What follows belongs to an exercise in optimizing a design on an open flow for a short achievable clock period and few clock cycles; a production flow would make more cautious choices.
At most, simulation tests tie the RTL to the original design; equivalence was not proved.
Power is estimated from default activity; no workload was simulated.

==> job 5340 <==
==> flow/design.v (excerpt) <==
module cpu_top (
	input  logic clk,
	input  logic rst_n,
	input  cpu_pkg::nibble_t ef_n,
	input  cpu_pkg::nibble_t rom_din,
	output logic q,
	output logic rom_cs_n,
	output logic rom_sclk,
	output cpu_pkg::nibble_t rom_dout,
	output cpu_pkg::nibble_t rom_oe_n
);
export LEC_CHECK = 0
export ABC_CLOCK_PERIOD_IN_PS = 2000
export CAP_MARGIN = 20
export CORE_MARGIN = 2
export CORE_UTILIZATION = 40
export SETUP_SLACK_MARGIN = 3.0
export SLEW_MARGIN = 20
create_clock -name core_clock -period 5.0 [get_ports {clk}]
run.sh (not shown) runs the stock make flow with config.mk's settings and CLKGATE_MAP_FILE= SYNTH_SCRIPT=/design/flow/synth_recipe.tcl, a recipe that flattens the netlist after the stock synthesis.
==> job 3601 (differences from job 5340) <==
--- a/flow/design.v
+++ b/flow/design.v
@@ -63,40 +63,36 @@
 	input  cpu_pkg::nibble_t rom_din,
 	output logic rom_cs_n,
 	output logic rom_sclk,
 	output cpu_pkg::nibble_t rom_dout,
 	output cpu_pkg::nibble_t rom_oe_n,
 	output cpu_pkg::data_t data,
-	output logic ev    
+	output logic ev
 );
 	logic act;
 	logic [4:0] tc;
 	cpu_pkg::nibble_t din_q;
 	cpu_pkg::nibble_t hi_r;
 	logic ready;
-	logic t28;
-	assign ready = !act || t28;
+	assign ready = !act || tc == 5'd28;
+	assign ev = act && tc == 5'd27;
 	assign data = {hi_r, din_q};
 	always_ff @(posedge clk) begin
 		din_q <= rom_din;
 		if (tc == 5'd25)
 			hi_r <= din_q;
 	end
 	always_ff @(posedge clk) begin
 		if (rst) begin
-			ev <= 1'b0;
-			t28 <= 1'b0;
 			act <= 1'b0;
 			tc <= 5'd0;
 			rom_cs_n <= 1'b1;
 			rom_sclk <= 1'b0;
 			rom_dout <= 4'h0;
 			rom_oe_n <= 4'hF;
 		end else if (ready) begin
-			ev <= 1'b0;
-			t28 <= 1'b0;
 			rom_sclk <= 1'b0;
 			tc <= 5'd0;
 			if (go) begin
 				act <= 1'b1;
 				rom_cs_n <= 1'b0;
 				rom_oe_n <= 4'h0;
@@ -104,14 +100,12 @@
 			end else begin
 				act <= 1'b0;
 				rom_cs_n <= 1'b1;
 			end
 		end else begin
 			tc <= tc + 5'd1;
-			ev <= tc == 5'd26;
-			t28 <= tc == 5'd27;
 			rom_sclk <= (tc == 5'd27) ? 1'b0 : ~rom_sclk;
 			if (tc == 5'd27)
 				rom_cs_n <= 1'b1;
 			if (tc == 5'd15)
 				rom_oe_n <= 4'hF;
 			case (tc)
@@ -126,47 +120,36 @@
 		end
 	end
 endmodule
 module mem_ctrl (
 	input  logic clk,
 	input  logic rst,
-	input  logic [15:0] row,
-	input  logic [7:0] we_col,
-	input  logic [2:0] col,
+	input  logic [6:0] addr,
+	input  logic we,
 	input  cpu_pkg::data_t wdata,
 	input  logic re,
 	input  logic tag,
 	output cpu_pkg::data_t rdata,
 	output logic rv,
 	output logic rtag
 );
 	cpu_pkg::data_t ram [0:127];
 	cpu_pkg::data_t m1 [0:7];
-	cpu_pkg::data_t m1_d [0:7];
-	logic [2:0] col1;
+	logic [2:0] hi1;
 	logic v1;
 	logic tag1;
 	always_ff @(posedge clk) begin
-		for (int j = 0; j < 8; j++)
-			for (int i = 0; i < 16; i++)
-				if (we_col[j] && row[i])
-					ram[j * 16 + i] <= wdata;
-	end
-	always_comb begin
-		for (int j = 0; j < 8; j++) begin
-			m1_d[j] = '0;
-			for (int i = 0; i < 16; i++)
-				m1_d[j] = m1_d[j] | (ram[j * 16 + i] & {8{row[i]}});
-		end
+		if (we)
+			ram[addr] <= wdata;
 	end
 	always_ff @(posedge clk) begin
 		for (int j = 0; j < 8; j++)
-			m1[j] <= m1_d[j];
-		col1 <= col;
+			m1[j] <= ram[{j[2:0], addr[3:0]}];
+		hi1 <= addr[6:4];
 		tag1 <= tag;
-		rdata <= m1[col1];
+		rdata <= m1[hi1];
 		rtag <= tag1;
 	end
 	always_ff @(posedge clk) begin
 		if (rst) begin
 			v1 <= 1'b0;
 			rv <= 1'b0;
@@ -182,46 +165,37 @@
 	input  cpu_pkg::nibble_t ef_n,
 	output logic q,
 	output logic go,
 	output cpu_pkg::addr_t fa,
 	input  logic ev,
 	input  cpu_pkg::data_t fbyte,
-	output logic [15:0] ra_row,
-	output logic [7:0] ra_wcol,
-	output logic [2:0] ra_col,
+	output logic [6:0] ra,
+	output logic rwe,
 	output cpu_pkg::data_t rwd,
 	output logic rre,
 	output logic rrtag,
 	input  cpu_pkg::data_t rdat,
 	input  logic rv,
 	input  logic rvtag
 );
 	localparam logic [3:0] S_WAIT = 4'd0, S_EX1 = 4'd1, S_EX2 = 4'd2, S_FETCH = 4'd3,
 		S_FL1 = 4'd4, S_APW = 4'd5, S_NXT0 = 4'd6, S_WB = 4'd7, S_HALT = 4'd8;
-	function automatic logic [15:0] oh16(input logic [3:0] v);
-		oh16 = 16'd1 << v;
-	endfunction
-	function automatic logic [7:0] oh8(input logic [2:0] v);
-		oh8 = 8'd1 << v;
-	endfunction
 	cpu_pkg::addr_t regs [0:15];
-	logic [15:0] p_oh;      
-	logic [15:0] idx1_oh;   
-	logic [15:0] wsel;      
-	cpu_pkg::addr_t rd_s, rd_t;
 	cpu_pkg::data_t d;
 	logic df;
 	cpu_pkg::reg_sel_t p, x;
 	cpu_pkg::nibble_t ef_meta, ef;
 	logic [3:0] state;
 	cpu_pkg::data_t ir;
 	cpu_pkg::data_t b;
 	cpu_pkg::addr_t t, s;
 	logic gone;        
 	logic exp_opnd;    
 	logic alu_go;      
+	logic wen;
+	logic [3:0] widx;
 	cpu_pkg::addr_t wdat;
 	logic f_idl, f_ldn, f_inc, f_dec, f_br, f_lda, f_str, f_ldxa, f_req, f_seq;
 	logic f_glo, f_ghi, f_plo, f_phi, f_sep, f_sex, f_shr, f_shl, f_imm, f_alux;
 	logic use_x, use_p, taken, incw, n15, eq_np;
 	logic x15, tinc15;
 	logic [3:0] idx1;
@@ -237,20 +211,12 @@
 	assign og = ob[7:4];
 	always_comb begin
 		for (int i = 0; i < 16; i++)
 			b15[i] = regs[i][15];
 	end
 	always_comb begin
-		rd_s = '0;
-		rd_t = '0;
-		for (int i = 0; i < 16; i++) begin
-			rd_s = rd_s | (regs[i] & {16{idx1_oh[i]}});
-			rd_t = rd_t | (regs[i] & {16{p_oh[i]}});
-		end
-	end
-	always_comb begin
 		case (on[2:0])
 			3'd0: cond = 1'b1;
 			3'd1: cond = q;
 			3'd2: cond = (d == 8'h00);
 			3'd3: cond = df;
 			default: cond = ef[on[1:0]];
@@ -286,44 +252,41 @@
 		.b      (b),
 		.df     (df),
 		.result (alu_res),
 		.df_out (alu_df)
 	);
 	always_ff @(posedge clk) begin
-		for (int i = 0; i < 16; i++) begin
-			if (rst && i == 0)
-				regs[i] <= 16'h0000;
-			else if (!rst && wsel[i])
-				regs[i] <= wdat;
-		end
+		if (rst)
+			regs[0] <= 16'h0000;
+		else if (wen)
+			regs[widx] <= wdat;
 	end
 	always_ff @(posedge clk) begin
 		ef_meta <= ~ef_n;
 		ef <= ef_meta;
 		x15 <= b15[x];
 		tinc15 <= t[15] ^ (&t[14:0]);
 	end
 	always_ff @(posedge clk) begin
 		if (rst) begin
 			state <= S_FETCH;
 			t <= 16'h0000;
 			p <= '0;
-			p_oh <= 16'd1;
 			x <= '0;
 			d <= '0;
 			df <= 1'b0;
 			q <= 1'b0;
 			gone <= 1'b0;
 			exp_opnd <= 1'b0;
 			alu_go <= 1'b0;
-			wsel <= '0;
-			ra_wcol <= '0;
+			wen <= 1'b0;
+			rwe <= 1'b0;
 			rre <= 1'b0;
 		end else begin
-			wsel <= '0;
-			ra_wcol <= '0;
+			wen <= 1'b0;
+			rwe <= 1'b0;
 			rre <= 1'b0;
 			alu_go <= 1'b0;
 			if (ev && exp_opnd) begin
 				b <= fbyte;
 				alu_go <= ldop;
 			end else if (rv && !rvtag) begin
@@ -333,13 +296,13 @@
 			if (alu_go) begin
 				d <= alu_res;
 				df <= alu_df;
 			end
 			case (state)
 				S_WAIT: begin
-					t <= rd_t;
+					t <= regs[p];
 					if (ev && exp_opnd) begin
 						if (f_br)
 							t <= {t[15:8], fbyte};
 						state <= S_FL1;
 					end else if (opc_ev) begin
 						ir <= ob;
@@ -363,52 +326,52 @@
 						f_shl <= ob == 8'hFE;
 						f_imm <= og == 4'hF && on[3] && on != 4'hE;
 						f_alux <= (og == 4'hF && !on[3] && on != 4'h6) || ob == 8'h72;
 						use_x <= (og == 4'hF && !on[3] && on != 4'h6) || ob == 8'h72;
 						use_p <= (og == 4'hF && on[3] && on != 4'hE) || og == 4'h3;
 						idx1 <= ((og == 4'hF && !on[3]) || ob == 8'h72) ? x : on;
-						idx1_oh <= oh16(((og == 4'hF && !on[3]) || ob == 8'h72) ? x : on);
 						taken <= cond ^ on[3];
 						incw <= og == 4'h4 || ob == 8'h72 || (og == 4'hF && on[3] && on != 4'hE);
 						n15 <= b15[on];
 						eq_np <= on == p;
 						state <= S_EX1;
 					end
 				end
 				S_EX1: begin
-					s <= rd_s;
+					s <= regs[idx1];
 					gone <= go_ex1;
 					state <= f_idl ? S_HALT : S_EX2;
 				end
 				S_EX2: begin
 					state <= S_FETCH;
 					if (rd) begin
 						if (incw) begin
+							wen <= 1'b1;
 							wdat <= m_inc;
-							wsel <= use_p ? p_oh : idx1_oh;
+							widx <= use_p ? p : idx1;
 						end
 						if (!memaddr[15]) begin
 							fa <= memaddr;
 							exp_opnd <= 1'b1;
 							state <= S_WAIT;
 						end else begin
-							ra_row <= oh16(memaddr[3:0]);
-							ra_col <= memaddr[6:4];
+							ra <= memaddr[6:0];
 							rre <= 1'b1;
 							rrtag <= 1'b0;
 							if (!gone)
 								state <= S_APW;
 						end
 					end else begin
 						if (f_str) begin
-							ra_row <= oh16(s[3:0]);
-							ra_wcol <= s[15] ? oh8(s[6:4]) : 8'd0;
+							ra <= s[6:0];
+							rwe <= s[15];
 							rwd <= d;
 						end
 						if (nmod) begin
-							wsel <= idx1_oh;
+							wen <= 1'b1;
+							widx <= idx1;
 							wdat <= f_inc ? s_inc : f_dec ? s_dec :
 								f_plo ? {s[15:8], d} : {d, s[7:0]};
 							if (eq_np)
 								state <= S_WB;
 						end
 						if (f_glo)
@@ -428,28 +391,27 @@
 						if (f_req)
 							q <= 1'b0;
 						if (f_sex)
 							x <= ir[3:0];
 						if (f_sep) begin
 							p <= ir[3:0];
-							p_oh <= idx1_oh;
 							t <= s;
 						end
 						if (f_br)
 							t <= t_inc;    
 					end
 				end
 				S_FETCH: begin
 					fa <= t;
-					wsel <= p_oh;
+					wen <= 1'b1;
+					widx <= p;
 					wdat <= t_inc;
 					gone <= 1'b0;
 					exp_opnd <= 1'b0;
 					if (!gone && t[15]) begin
-						ra_row <= oh16(t[3:0]);
-						ra_col <= t[6:4];
+						ra <= t[6:0];
 						rre <= 1'b1;
 						rrtag <= 1'b1;
 					end
 					state <= S_WAIT;
 				end
 				S_FL1: begin
@@ -465,13 +427,13 @@
 							state <= S_NXT0;
 						end
 					end
 				end
 				S_WB: state <= S_NXT0;
 				S_NXT0: begin
-					t <= rd_t;
+					t <= regs[p];
 					state <= S_FETCH;
 				end
 				default: ;    
 			endcase
 		end
 	end
@@ -491,29 +453,26 @@
 	always_ff @(posedge clk)
 		rst <= !rst_n;
 	logic go;
 	cpu_pkg::addr_t fa;
 	logic ev;
 	cpu_pkg::data_t fbyte;
-	logic [15:0] ra_row;
-	logic [7:0] ra_wcol;
-	logic [2:0] ra_col;
-	logic rre, rrtag, rv, rvtag;
+	logic [6:0] ra;
+	logic rwe, rre, rrtag, rv, rvtag;
 	cpu_pkg::data_t rwd, rdat;
 	cpu_core i_core (
 		.clk   (clk),
 		.rst   (rst),
 		.ef_n  (ef_n),
 		.q     (q),
 		.go    (go),
 		.fa    (fa),
 		.ev    (ev),
 		.fbyte (fbyte),
-		.ra_row  (ra_row),
-		.ra_wcol (ra_wcol),
-		.ra_col  (ra_col),
+		.ra    (ra),
+		.rwe   (rwe),
 		.rwd   (rwd),
 		.rre   (rre),
 		.rrtag (rrtag),
 		.rdat  (rdat),
 		.rv    (rv),
 		.rvtag (rvtag)
@@ -531,15 +490,14 @@
 		.data     (fbyte),
 		.ev       (ev)
 	);
 	mem_ctrl i_ram (
 		.clk   (clk),
 		.rst   (rst),
-		.row    (ra_row),
-		.we_col (ra_wcol),
-		.col    (ra_col),
+		.addr  (ra),
+		.we    (rwe),
 		.wdata (rwd),
 		.re    (rre),
 		.tag   (rrtag),
 		.rdata (rdat),
 		.rv    (rv),
 		.rtag  (rvtag)
Settings changed: CORE_UTILIZATION 40 to 60, SETUP_SLACK_MARGIN 3.0 to 2.5.
==> job 4609 (differences from job 5340) <==
--- a/flow/design.v
+++ b/flow/design.v
@@ -63,40 +63,36 @@
 	input  cpu_pkg::nibble_t rom_din,
 	output logic rom_cs_n,
 	output logic rom_sclk,
 	output cpu_pkg::nibble_t rom_dout,
 	output cpu_pkg::nibble_t rom_oe_n,
 	output cpu_pkg::data_t data,
-	output logic ev    
+	output logic ev
 );
 	logic act;
 	logic [4:0] tc;
 	cpu_pkg::nibble_t din_q;
 	cpu_pkg::nibble_t hi_r;
 	logic ready;
-	logic t28;
-	assign ready = !act || t28;
+	assign ready = !act || tc == 5'd28;
+	assign ev = act && tc == 5'd27;
 	assign data = {hi_r, din_q};
 	always_ff @(posedge clk) begin
 		din_q <= rom_din;
 		if (tc == 5'd25)
 			hi_r <= din_q;
 	end
 	always_ff @(posedge clk) begin
 		if (rst) begin
-			ev <= 1'b0;
-			t28 <= 1'b0;
 			act <= 1'b0;
 			tc <= 5'd0;
 			rom_cs_n <= 1'b1;
 			rom_sclk <= 1'b0;
 			rom_dout <= 4'h0;
 			rom_oe_n <= 4'hF;
 		end else if (ready) begin
-			ev <= 1'b0;
-			t28 <= 1'b0;
 			rom_sclk <= 1'b0;
 			tc <= 5'd0;
 			if (go) begin
 				act <= 1'b1;
 				rom_cs_n <= 1'b0;
 				rom_oe_n <= 4'h0;
@@ -104,14 +100,12 @@
 			end else begin
 				act <= 1'b0;
 				rom_cs_n <= 1'b1;
 			end
 		end else begin
 			tc <= tc + 5'd1;
-			ev <= tc == 5'd26;
-			t28 <= tc == 5'd27;
 			rom_sclk <= (tc == 5'd27) ? 1'b0 : ~rom_sclk;
 			if (tc == 5'd27)
 				rom_cs_n <= 1'b1;
 			if (tc == 5'd15)
 				rom_oe_n <= 4'hF;
 			case (tc)
@@ -126,47 +120,36 @@
 		end
 	end
 endmodule
 module mem_ctrl (
 	input  logic clk,
 	input  logic rst,
-	input  logic [15:0] row,
-	input  logic [7:0] we_col,
-	input  logic [2:0] col,
+	input  logic [6:0] addr,
+	input  logic we,
 	input  cpu_pkg::data_t wdata,
 	input  logic re,
 	input  logic tag,
 	output cpu_pkg::data_t rdata,
 	output logic rv,
 	output logic rtag
 );
 	cpu_pkg::data_t ram [0:127];
 	cpu_pkg::data_t m1 [0:7];
-	cpu_pkg::data_t m1_d [0:7];
-	logic [2:0] col1;
+	logic [2:0] hi1;
 	logic v1;
 	logic tag1;
 	always_ff @(posedge clk) begin
-		for (int j = 0; j < 8; j++)
-			for (int i = 0; i < 16; i++)
-				if (we_col[j] && row[i])
-					ram[j * 16 + i] <= wdata;
-	end
-	always_comb begin
-		for (int j = 0; j < 8; j++) begin
-			m1_d[j] = '0;
-			for (int i = 0; i < 16; i++)
-				m1_d[j] = m1_d[j] | (ram[j * 16 + i] & {8{row[i]}});
-		end
+		if (we)
+			ram[addr] <= wdata;
 	end
 	always_ff @(posedge clk) begin
 		for (int j = 0; j < 8; j++)
-			m1[j] <= m1_d[j];
-		col1 <= col;
+			m1[j] <= ram[{j[2:0], addr[3:0]}];
+		hi1 <= addr[6:4];
 		tag1 <= tag;
-		rdata <= m1[col1];
+		rdata <= m1[hi1];
 		rtag <= tag1;
 	end
 	always_ff @(posedge clk) begin
 		if (rst) begin
 			v1 <= 1'b0;
 			rv <= 1'b0;
@@ -182,46 +165,37 @@
 	input  cpu_pkg::nibble_t ef_n,
 	output logic q,
 	output logic go,
 	output cpu_pkg::addr_t fa,
 	input  logic ev,
 	input  cpu_pkg::data_t fbyte,
-	output logic [15:0] ra_row,
-	output logic [7:0] ra_wcol,
-	output logic [2:0] ra_col,
+	output logic [6:0] ra,
+	output logic rwe,
 	output cpu_pkg::data_t rwd,
 	output logic rre,
 	output logic rrtag,
 	input  cpu_pkg::data_t rdat,
 	input  logic rv,
 	input  logic rvtag
 );
 	localparam logic [3:0] S_WAIT = 4'd0, S_EX1 = 4'd1, S_EX2 = 4'd2, S_FETCH = 4'd3,
 		S_FL1 = 4'd4, S_APW = 4'd5, S_NXT0 = 4'd6, S_WB = 4'd7, S_HALT = 4'd8;
-	function automatic logic [15:0] oh16(input logic [3:0] v);
-		oh16 = 16'd1 << v;
-	endfunction
-	function automatic logic [7:0] oh8(input logic [2:0] v);
-		oh8 = 8'd1 << v;
-	endfunction
 	cpu_pkg::addr_t regs [0:15];
-	logic [15:0] p_oh;      
-	logic [15:0] idx1_oh;   
-	logic [15:0] wsel;      
-	cpu_pkg::addr_t rd_s, rd_t;
 	cpu_pkg::data_t d;
 	logic df;
 	cpu_pkg::reg_sel_t p, x;
 	cpu_pkg::nibble_t ef_meta, ef;
 	logic [3:0] state;
 	cpu_pkg::data_t ir;
 	cpu_pkg::data_t b;
 	cpu_pkg::addr_t t, s;
 	logic gone;        
 	logic exp_opnd;    
 	logic alu_go;      
+	logic wen;
+	logic [3:0] widx;
 	cpu_pkg::addr_t wdat;
 	logic f_idl, f_ldn, f_inc, f_dec, f_br, f_lda, f_str, f_ldxa, f_req, f_seq;
 	logic f_glo, f_ghi, f_plo, f_phi, f_sep, f_sex, f_shr, f_shl, f_imm, f_alux;
 	logic use_x, use_p, taken, incw, n15, eq_np;
 	logic x15, tinc15;
 	logic [3:0] idx1;
@@ -237,20 +211,12 @@
 	assign og = ob[7:4];
 	always_comb begin
 		for (int i = 0; i < 16; i++)
 			b15[i] = regs[i][15];
 	end
 	always_comb begin
-		rd_s = '0;
-		rd_t = '0;
-		for (int i = 0; i < 16; i++) begin
-			rd_s = rd_s | (regs[i] & {16{idx1_oh[i]}});
-			rd_t = rd_t | (regs[i] & {16{p_oh[i]}});
-		end
-	end
-	always_comb begin
 		case (on[2:0])
 			3'd0: cond = 1'b1;
 			3'd1: cond = q;
 			3'd2: cond = (d == 8'h00);
 			3'd3: cond = df;
 			default: cond = ef[on[1:0]];
@@ -286,44 +252,41 @@
 		.b      (b),
 		.df     (df),
 		.result (alu_res),
 		.df_out (alu_df)
 	);
 	always_ff @(posedge clk) begin
-		for (int i = 0; i < 16; i++) begin
-			if (rst && i == 0)
-				regs[i] <= 16'h0000;
-			else if (!rst && wsel[i])
-				regs[i] <= wdat;
-		end
+		if (rst)
+			regs[0] <= 16'h0000;
+		else if (wen)
+			regs[widx] <= wdat;
 	end
 	always_ff @(posedge clk) begin
 		ef_meta <= ~ef_n;
 		ef <= ef_meta;
 		x15 <= b15[x];
 		tinc15 <= t[15] ^ (&t[14:0]);
 	end
 	always_ff @(posedge clk) begin
 		if (rst) begin
 			state <= S_FETCH;
 			t <= 16'h0000;
 			p <= '0;
-			p_oh <= 16'd1;
 			x <= '0;
 			d <= '0;
 			df <= 1'b0;
 			q <= 1'b0;
 			gone <= 1'b0;
 			exp_opnd <= 1'b0;
 			alu_go <= 1'b0;
-			wsel <= '0;
-			ra_wcol <= '0;
+			wen <= 1'b0;
+			rwe <= 1'b0;
 			rre <= 1'b0;
 		end else begin
-			wsel <= '0;
-			ra_wcol <= '0;
+			wen <= 1'b0;
+			rwe <= 1'b0;
 			rre <= 1'b0;
 			alu_go <= 1'b0;
 			if (ev && exp_opnd) begin
 				b <= fbyte;
 				alu_go <= ldop;
 			end else if (rv && !rvtag) begin
@@ -333,13 +296,13 @@
 			if (alu_go) begin
 				d <= alu_res;
 				df <= alu_df;
 			end
 			case (state)
 				S_WAIT: begin
-					t <= rd_t;
+					t <= regs[p];
 					if (ev && exp_opnd) begin
 						if (f_br)
 							t <= {t[15:8], fbyte};
 						state <= S_FL1;
 					end else if (opc_ev) begin
 						ir <= ob;
@@ -363,52 +326,52 @@
 						f_shl <= ob == 8'hFE;
 						f_imm <= og == 4'hF && on[3] && on != 4'hE;
 						f_alux <= (og == 4'hF && !on[3] && on != 4'h6) || ob == 8'h72;
 						use_x <= (og == 4'hF && !on[3] && on != 4'h6) || ob == 8'h72;
 						use_p <= (og == 4'hF && on[3] && on != 4'hE) || og == 4'h3;
 						idx1 <= ((og == 4'hF && !on[3]) || ob == 8'h72) ? x : on;
-						idx1_oh <= oh16(((og == 4'hF && !on[3]) || ob == 8'h72) ? x : on);
 						taken <= cond ^ on[3];
 						incw <= og == 4'h4 || ob == 8'h72 || (og == 4'hF && on[3] && on != 4'hE);
 						n15 <= b15[on];
 						eq_np <= on == p;
 						state <= S_EX1;
 					end
 				end
 				S_EX1: begin
-					s <= rd_s;
+					s <= regs[idx1];
 					gone <= go_ex1;
 					state <= f_idl ? S_HALT : S_EX2;
 				end
 				S_EX2: begin
 					state <= S_FETCH;
 					if (rd) begin
 						if (incw) begin
+							wen <= 1'b1;
 							wdat <= m_inc;
-							wsel <= use_p ? p_oh : idx1_oh;
+							widx <= use_p ? p : idx1;
 						end
 						if (!memaddr[15]) begin
 							fa <= memaddr;
 							exp_opnd <= 1'b1;
 							state <= S_WAIT;
 						end else begin
-							ra_row <= oh16(memaddr[3:0]);
-							ra_col <= memaddr[6:4];
+							ra <= memaddr[6:0];
 							rre <= 1'b1;
 							rrtag <= 1'b0;
 							if (!gone)
 								state <= S_APW;
 						end
 					end else begin
 						if (f_str) begin
-							ra_row <= oh16(s[3:0]);
-							ra_wcol <= s[15] ? oh8(s[6:4]) : 8'd0;
+							ra <= s[6:0];
+							rwe <= s[15];
 							rwd <= d;
 						end
 						if (nmod) begin
-							wsel <= idx1_oh;
+							wen <= 1'b1;
+							widx <= idx1;
 							wdat <= f_inc ? s_inc : f_dec ? s_dec :
 								f_plo ? {s[15:8], d} : {d, s[7:0]};
 							if (eq_np)
 								state <= S_WB;
 						end
 						if (f_glo)
@@ -428,28 +391,27 @@
 						if (f_req)
 							q <= 1'b0;
 						if (f_sex)
 							x <= ir[3:0];
 						if (f_sep) begin
 							p <= ir[3:0];
-							p_oh <= idx1_oh;
 							t <= s;
 						end
 						if (f_br)
 							t <= t_inc;    
 					end
 				end
 				S_FETCH: begin
 					fa <= t;
-					wsel <= p_oh;
+					wen <= 1'b1;
+					widx <= p;
 					wdat <= t_inc;
 					gone <= 1'b0;
 					exp_opnd <= 1'b0;
 					if (!gone && t[15]) begin
-						ra_row <= oh16(t[3:0]);
-						ra_col <= t[6:4];
+						ra <= t[6:0];
 						rre <= 1'b1;
 						rrtag <= 1'b1;
 					end
 					state <= S_WAIT;
 				end
 				S_FL1: begin
@@ -465,13 +427,13 @@
 							state <= S_NXT0;
 						end
 					end
 				end
 				S_WB: state <= S_NXT0;
 				S_NXT0: begin
-					t <= rd_t;
+					t <= regs[p];
 					state <= S_FETCH;
 				end
 				default: ;    
 			endcase
 		end
 	end
@@ -491,29 +453,26 @@
 	always_ff @(posedge clk)
 		rst <= !rst_n;
 	logic go;
 	cpu_pkg::addr_t fa;
 	logic ev;
 	cpu_pkg::data_t fbyte;
-	logic [15:0] ra_row;
-	logic [7:0] ra_wcol;
-	logic [2:0] ra_col;
-	logic rre, rrtag, rv, rvtag;
+	logic [6:0] ra;
+	logic rwe, rre, rrtag, rv, rvtag;
 	cpu_pkg::data_t rwd, rdat;
 	cpu_core i_core (
 		.clk   (clk),
 		.rst   (rst),
 		.ef_n  (ef_n),
 		.q     (q),
 		.go    (go),
 		.fa    (fa),
 		.ev    (ev),
 		.fbyte (fbyte),
-		.ra_row  (ra_row),
-		.ra_wcol (ra_wcol),
-		.ra_col  (ra_col),
+		.ra    (ra),
+		.rwe   (rwe),
 		.rwd   (rwd),
 		.rre   (rre),
 		.rrtag (rrtag),
 		.rdat  (rdat),
 		.rv    (rv),
 		.rvtag (rvtag)
@@ -531,15 +490,14 @@
 		.data     (fbyte),
 		.ev       (ev)
 	);
 	mem_ctrl i_ram (
 		.clk   (clk),
 		.rst   (rst),
-		.row    (ra_row),
-		.we_col (ra_wcol),
-		.col    (ra_col),
+		.addr  (ra),
+		.we    (rwe),
 		.wdata (rwd),
 		.re    (rre),
 		.tag   (rrtag),
 		.rdata (rdat),
 		.rv    (rv),
 		.rtag  (rvtag)
Settings changed: ABC_CLOCK_PERIOD_IN_PS 2000 to default, SETUP_SLACK_MARGIN 3.0 to default.
==> notes.md <==
The lowest die area belongs to job 3601, the highest to job 4609.
Against job 5340, the first-iteration DRC count of job 3601 is smaller by about 1.3%.
Of job 5340 and job 4609, job 5340 has the higher critical path depth (gap 7).
Hold slack, highest first: job 4609, job 5340, job 3601.
The highest clock power belongs to job 5340, the lowest to job 3601.
Sequential power is about the same in job 5340 and job 4609.
The highest register-to-register slack belongs to job 5340, the lowest to job 4609.
==> figures <==
| quantity | job 5340 | job 4609 | job 3601 |
|---|---|---|---|
| Area of the multi-input gates | 18220 sq um | 18410 sq um | 20020 sq um |
| First-pass GRT wire length | 287600 microns | 272900 microns | 286300 microns |
| Num CTS Buffers | 163 | 156 | 155 |
| Number of stages on the worst setup path | 11 | 4 | 3 |
| Worst setup skew after layout | 0.07294 ns | 0.03601 ns | 0.05034 ns |
| Count of fill cells added during filler insertion | 13180 | 13920 | 7009 |
| FF-to-FF path depth | 11 | 4 | 3 |
| Required time of the critical path | 5.74 ns | 5.44 ns | 5.40 ns |
| Run status | timing/DRC/antenna clean | timing/DRC/antenna clean | timing/DRC/antenna clean |
| Origin of the critical flop-to-flop path | i_core.f_ldn | i_core.ra[0] | i_core.ra[5] |
| Metal-1 WL | 80560 microns | 78810 microns | 73060 microns |
| Ant diodes | 1 | 1 | 2 |
| Count of different cell masters after synthesis | 97 | 87 | 87 |
| Hold Slack | 0.3277 ns | 0.3288 ns | 0.3277 ns |
| Final Net Count | 4495 | 4320 | 4445 |
| Buffers inserted by post-CTS timing repair | 198 | 0 | 76 |
Testbench counts of job 3601, summed over its fixed seeds: cycles 1,075,645.
Testbench counts of job 4609, summed over its fixed seeds: cycles 1,075,645.
No functional check of the RTL was part of job 5340.

==> separate check: timing with driven ports <==
In the flow no input, the clock included, has a driving cell. The finished layouts below were timed again as built, in two steps. Step 1, drivers: a clkbuf_16 drives clk and a buf_2 each remaining input, both assumed. Step 2 moves the port delays by t, midway between the first and last clock arrival at a register: inputs arrive t later, outputs are due t later. That takes back most of the time a late clock gives input paths. Slacks: ideal ports / drivers / drivers and shift; pairs: ideal ports / drivers.
run | t, ns | slack for setup (ns) | pins driven straight from the clock port
job 5340 | 0.858 | 2.540 / 2.537 / 2.540 | 1
job 3601 | 0.835 | 2.347 / 2.347 / 2.347 | 1
job 4609 | 0.881 | 1.451 / 1.451 / 1.451 | 1
After both steps every run listed still meets setup and hold.
